This design comes from an exercise in tuning for small area, a short achievable clock period and few clock cycles per item on the open sky130 flow, not from production work.
The RTL was checked by simulation tests, not by an equivalence proof against the original design.
Power figures rest on the tool's default switching activity, not on a simulated workload.

==> flow/design.v, too long to show whole: its modules and the start of the top module <==
// module systolic_array_os: 3033 lines
// module sa_fa: 4 lines
// module sa_ha: 4 lines
module systolic_array_os #(
  parameter  int N      = 4,
  parameter  int DATA_W = 8,
  parameter  int ACC_W  = 24,
  parameter  int MAX_K  = 64,
  localparam int KW     = $clog2(MAX_K + 1),
  localparam int IW     = (N > 1) ? $clog2(N) : 1
) (
  input  logic                clk,
  input  logic                reset_n,
  input  logic                start,
  input  logic [KW-1:0]       k_len,
  input  logic                in_valid,
  output logic                in_ready,
  input  logic [N*DATA_W-1:0] a_vec,
  input  logic [N*DATA_W-1:0] b_vec,
  output logic                out_valid,
  input  logic                out_ready,
  output logic [IW-1:0]       out_idx,
  output logic [N*ACC_W-1:0]  out_row,
  output logic                busy,
  output logic                done
);
  // ...
==> flow/flow/run.sh <==
#!/bin/bash
set -euo pipefail
bash standard.sh SETUP_SLACK_MARGIN=6.0 TNS_END_PERCENT=0 "BUFFER_PORTS_ARGS=-buffer_cell sky130_fd_sc_hd__buf_4" finish > standard.log 2>&1
==> flow/standard.sh <==
#!/bin/bash
# synth_recipe.tcl (not shown) runs the flow's synth.tcl, then flattens the netlist and writes it again
# the make line also repeats each setting of config.mk as NAME=value (left out here)
make -C /OpenROAD-flow-scripts/flow DESIGN_CONFIG=/design/flow/config.mk WORK_HOME=/design/flow/orfs CLKGATE_MAP_FILE= SYNTH_SCRIPT=/design/flow/synth_recipe.tcl "${@:-finish}"
==> flow/config.mk <==
export PLATFORM = sky130hd
export DESIGN_NAME = systolic_array_os
export DESIGN_NICKNAME = systolic_array_os
export VERILOG_FILES = /design/flow/design.v
export SDC_FILE = /design/flow/constraint.sdc
export NUM_CORES = 4
export LEC_CHECK = 0
export CAP_MARGIN = 20
export CORE_MARGIN = 2
export CORE_UTILIZATION = 40
export SLEW_MARGIN = 20
export SYNTH_HIERARCHICAL = 1
==> flow/constraint.sdc <==
create_clock -name core_clock -period 9.0 [get_ports {clk}]
set_input_delay 1.8000 -clock core_clock [delete_from_list [all_inputs] [get_ports {clk}]]
set_output_delay 1.8000 -clock core_clock [all_outputs]
set_load 0.01 [all_outputs]
==> reports/results.txt, run 1 <==
status - complete, no violations
Signal inverters - 454
largest cell class by area - multi-input gates
placed cells - 7670
GRT overflow - 0
Hold WC Path Type - register to register
vias per inst - 5.53
buffers plus inverters on the worst setup path - 1
hold_sp - wait_q
htree depth - 3
Num CTS Buffers - 101
M2 GR Usage - 36.0%
wire length on met2 - 83200 um
hold worst-path end - ld_q
Post-CTS Setup Bufs - 4
internal power - 18.4 mW
vias in the first global route - 45400
antenna-violating nets left - 0
Synth area leaders - dfxtp_1 (23%), fa_1 (23%), a22oi_1 (8.9%), ha_1 (8.1%), xnor2_1 (7.8%)
flop-to-flop setup slack - 5.83 ns
Slew @ Worst Pin - 1.09 ns
Synth Area in Simple Gates - 10.8%
later-pin clock latency in the skew report - 0.73 ns
largest net degree at the start of global routing - 101
nonclk buf count - 314
post-synthesis sequential area ratio - 29.0%
area leader, netlist - dfxtp_1
FF+latch count - 824
distinct cell type count after synthesis - 63
stages on the worst setup path - 1
relative slew slack - 27.4%
CTS tree - done
critical path required time - 7.20 ns
met3 usage in global routing - 4.60%
top sig layer - met5
GRT Util Overall - 22.8%
IR drop worst, VDD - 0.197 mV
Testbench counts, summed over its fixed seeds: cycles 15,559, jobs 384.
==> run 2: changes to the inputs <==
==> flow/flow/run.sh (replaced) <==
#!/bin/bash
set -euo pipefail
bash standard.sh SETUP_SLACK_MARGIN=5.7 TNS_END_PERCENT=0 "BUFFER_PORTS_ARGS=-buffer_cell sky130_fd_sc_hd__buf_4" finish > standard.log 2>&1
==> reports/results.txt, run 2 <==
Synth area leaders - dfxtp_1 (23%), fa_1 (23%), a22oi_1 (8.9%), ha_1 (8.1%), xnor2_1 (7.8%)
most common cell in the netlist - a22oi_1
number of max-cap violations - 0
Synth Area in Adders - 30.6%
Mapped Nets - 6964
CP Max Fanout - 41
RSZ-0062 raised after global routing - true
initial antenna violation count - 5
net total in the final layout - 6902
post-route design area - 66900 um2
global-route wire length before repair - 269000 um
Placed Area - 63300 um2
area leader, netlist - dfxtp_1
relative slew slack - 32.2% (+4.8 points)
post-synthesis sequential area ratio - 29.0% (unchanged)
Routed WL per cell - 22.0 um
main combinational cell family by area after synthesis - adder cells
mux cell area share after synthesis - 0.573%
I/O pin total - 178
Power per Cell Area - 468 nW/um2
period utilisation layout - 36.7%
via count - 42800
mean post-synth cell area - 10.4 um2
critical path required time - 9.44 ns (+2.24 ns)
Hold WC Path Type - register to register
clock slew seen by the registers of the worst setup and hold paths - 0.06 ns
CTS Root Cell - clkbuf_16
number of fillers in the final layout - 14100
synthesized cell area - 60500 um2
GPL Wtd Cong - 0.840
WL final - 173000 um
dpl hpwl - 113000 um
die area - 154000 um2
share of cells above drive strength 1 - 9.26%
CP arrival - 3.75 ns
most common cell after layout, fill and taps aside - a22oi_1
deepest clock path buffer count - 3
f_max - 303 MHz
flop-to-flop setup slack - 5.70 ns (-0.13 ns)
Core Area - 150000 um2
antenna-violating nets left - 0 (unchanged)
grt met1 use - 31.4%
htree depth - 3 (unchanged)
buffers plus inverters on the worst setup path - 2 (+1)
Final WS setup - 5.70 ns
Synthesis Warnings - 43
M2 GR Usage - 34.9% (-1.1 points)
status - complete, no violations
top cells by count, synth - a22oi_1 (720), dfxtp_1 (704), fa_1 (680)
vias in the first global route - 45100 (-0.69%)
distinct cell type count after synthesis - 63 (unchanged)
crit path max-delay cell type - a221o_1
gr busiest metal - met2
pre-CTS setup slack - 4.98 ns
final slew viol count - 0
CP Cell Sequence - buf_8 -> a22o_1 -> a221oi_1 -> fa_1 -> inv_1 -> ha_1 -> nor2b_1 -> a221o_1 -> a22oi_2 -> a211oi_2 -> xor2_1
synth-to-layout area growth - 10.7%
TNS Setup - 0 ns
family with the most delay on the worst path - compound AO/OA/AOI/OAI gates
# clock sinks - 824
Fin. Hold Viols - 0
number of flops mapped to enable cells by yosys - 88
Setup Skew - 0.0425 ns
GRT overflow - 0 (unchanged)
count of state elements after synthesis - 824
CP max stage delay - 0.41 ns
Row Count - 142
vias per inst - 5.45 (-1.5%)
Initial Utilization - 40.3%
final core occ - 44.6%
complex-gate fraction of the synthesized area - 13.9%
Port Buffers - 177
Final Power - 31.3 mW
Slew @ Worst Pin - 1.02 ns (-0.0723 ns)
Synth Area in XOR/XNOR - 9.43%
most frequent cells in the layout - a22oi_1 (720), fa_1 (678), dfxtp_1 (658), nor2b_1 (552), xnor2_1 (539)
Final setup viols - 0
min cycle time layout - 3.30 ns
biggest regs - acc0 (240), acc1 (240), accu (112)
later-pin clock latency in the skew report - 0.73 ns (about the same)
GRT Util Overall - 22.6% (-0.19 points)
Num CTS Buffers - 102 (+0.99%)
largest net degree at the start of global routing - 88 (-13%)
Cells after Synth - 5817
kind of critical path - register to register
CTS tree - done
P_leak - 27.9 nW
Remaining DRCs - 0
starting DRC count in detailed routing - 3090
post-synth top area share - 23.3%
crit path capture type - register
IR drop worst, VDD - 0.192 mV (-2.6%)
met3 usage in global routing - 4.72% (+0.11 points)
die width - 393 um
CTS Hold Buffers Added - 0
Synth Area in Simple Gates - 10.8% (unchanged)
DR pass1 iterations - 5
ys async rst share - 3.88%
die height - 393 um
Primary FF master, synth - dfxtp_1
critical path startpoint category - register
-- run 2: changes by cell type in the layout (fill, tap and decap cells not counted), sizes merged --
cell and change:
clkinv +2, clkbuf -5, buf -33, clkinvlp -2, bufinv -3, inv -4
diode +3
-- run 2: cell families (layout without fill, tap and decap cells) --
kind of cell | after synthesis | after routing
simple gates | 1209 | 1209
compound gates | 1141 | 1141
fa+ha+maj | 1071 | 1071
buf+inv | 888 | 913
flops | 824 | 824
xor+xnor | 651 | 651
mux | 33 | 33
other cells | 0 | 3
-- run 2: metrics by stage --
stage	hold WS, ns	instances
3_5_place_dp	0.355	7666
3_3_place_gp	0.378	7666
4_1_cts	0.408	7857
2_1_floorplan	0.331	5817
5_1_grt	0.406	7858
6_report	0.408	7861
-- run 2: worst paths after layout --
| kind | start | to | cells past startpoint |
|---|---|---|---|
| max | sel_q[3][0] | out_q[3][20] | 11 |
| min reg2reg | wait_q | ld_q | 0 |
| min in group asynchronous | reset_n | kr_q[2] | 1 |
| min | wait_q | ld_q | 0 |
| max reg2reg | sel_q[3][0] | out_q[3][20] | 11 |
| max in group asynchronous | reset_n | clr_q | 1 |
-- run 2: what timing repair did --
item	in CTS	in global routing
setup buffers	0	1
endpoints found under the setup margin	35	43
resized for setup	23	34
pin swaps	0	1
-- run 2: report_power, final --
group / leakage, nW / switching, mW / internal, mW / total [mW]
registers: 7.14 / 1.52 / 6.15 / 7.68
logic: 19.1 / 10.1 / 9.35 / 19.4
clock network: 1.67 / 1.75 / 2.47 / 4.22
-- run 2: layout make-up --
| type | count | area, um2 | share of cell area, % |
|---|---|---|---|
| clock buffers | 146 | 2990 | 4.46 |
| multi-input cells | 4105 | 39500 | 59.1 |
| inverters | 454 | 1710 | 2.56 |
| repair buffers | 268 | 2160 | 3.22 |
| clock inverters | 45 | 404 | 0.604 |
| diodes | 3 | 7.51 | 0.0112 |
| flip-flops and latches | 824 | 17600 | 26.3 |
| well taps | 2016 | 2520 | 3.77 |
-- run 2: worst register-to-register path: cells and delay by family (launching register included) --
kind | cells | cell delay [ns]
fa+ha+maj | 2 | 0.62
flops | 1 | 0.39
simple gates | 1 | 0.15
compound gates | 5 | 1.41
buf+inv | 2 | 0.27
xor+xnor | 1 | 0.19
-- run 2: layer usage --
layer | vias up | share of wire, %
met5 | - | 0.0093
met4 | 2 | 2.7
met3 | 297 | 7.6
met2 | 1353 | 45
met1 | 21700 | 45
li1 | 19500 | -
-- run 2: per-module statistics from Yosys (local to each module, per instance) --
module	area, um2	copies in the design	cells inside
systolic_array_os	45700	1	5017
sa_fa	20.0	640	1
sa_ha	12.5	160	1

## static timing again, ports no longer ideal
Ports are ideal in the flow. The routed layouts listed here were re-timed in OpenROAD.
Step 1: set_driving_cell puts a clkbuf_16 on clk and a buf_2 on each other input, an assumption about the parent block.
Step 2 also shifts input and output timing later by t, the mid clock arrival at the registers, as if the neighbouring blocks saw the same clock.
a / b / c = no drivers / after step 1 / after step 2; a / b = the first two.
run	t, ns	slack for setup (ns)	slew at the worst register clock pin (ns)	worst data-port slew with drivers (ns)
run 1	0.799	5.767 / 5.680 / 5.204	0.07 / 0.07	0.07
run 2	0.788	5.696 / 5.625 / 5.103	0.07 / 0.07	0.07
After both steps every run listed still meets setup and hold. The setup slack of run 2, which loses most, moves by -0.071 ns with the drivers and by -0.593 ns with both steps.
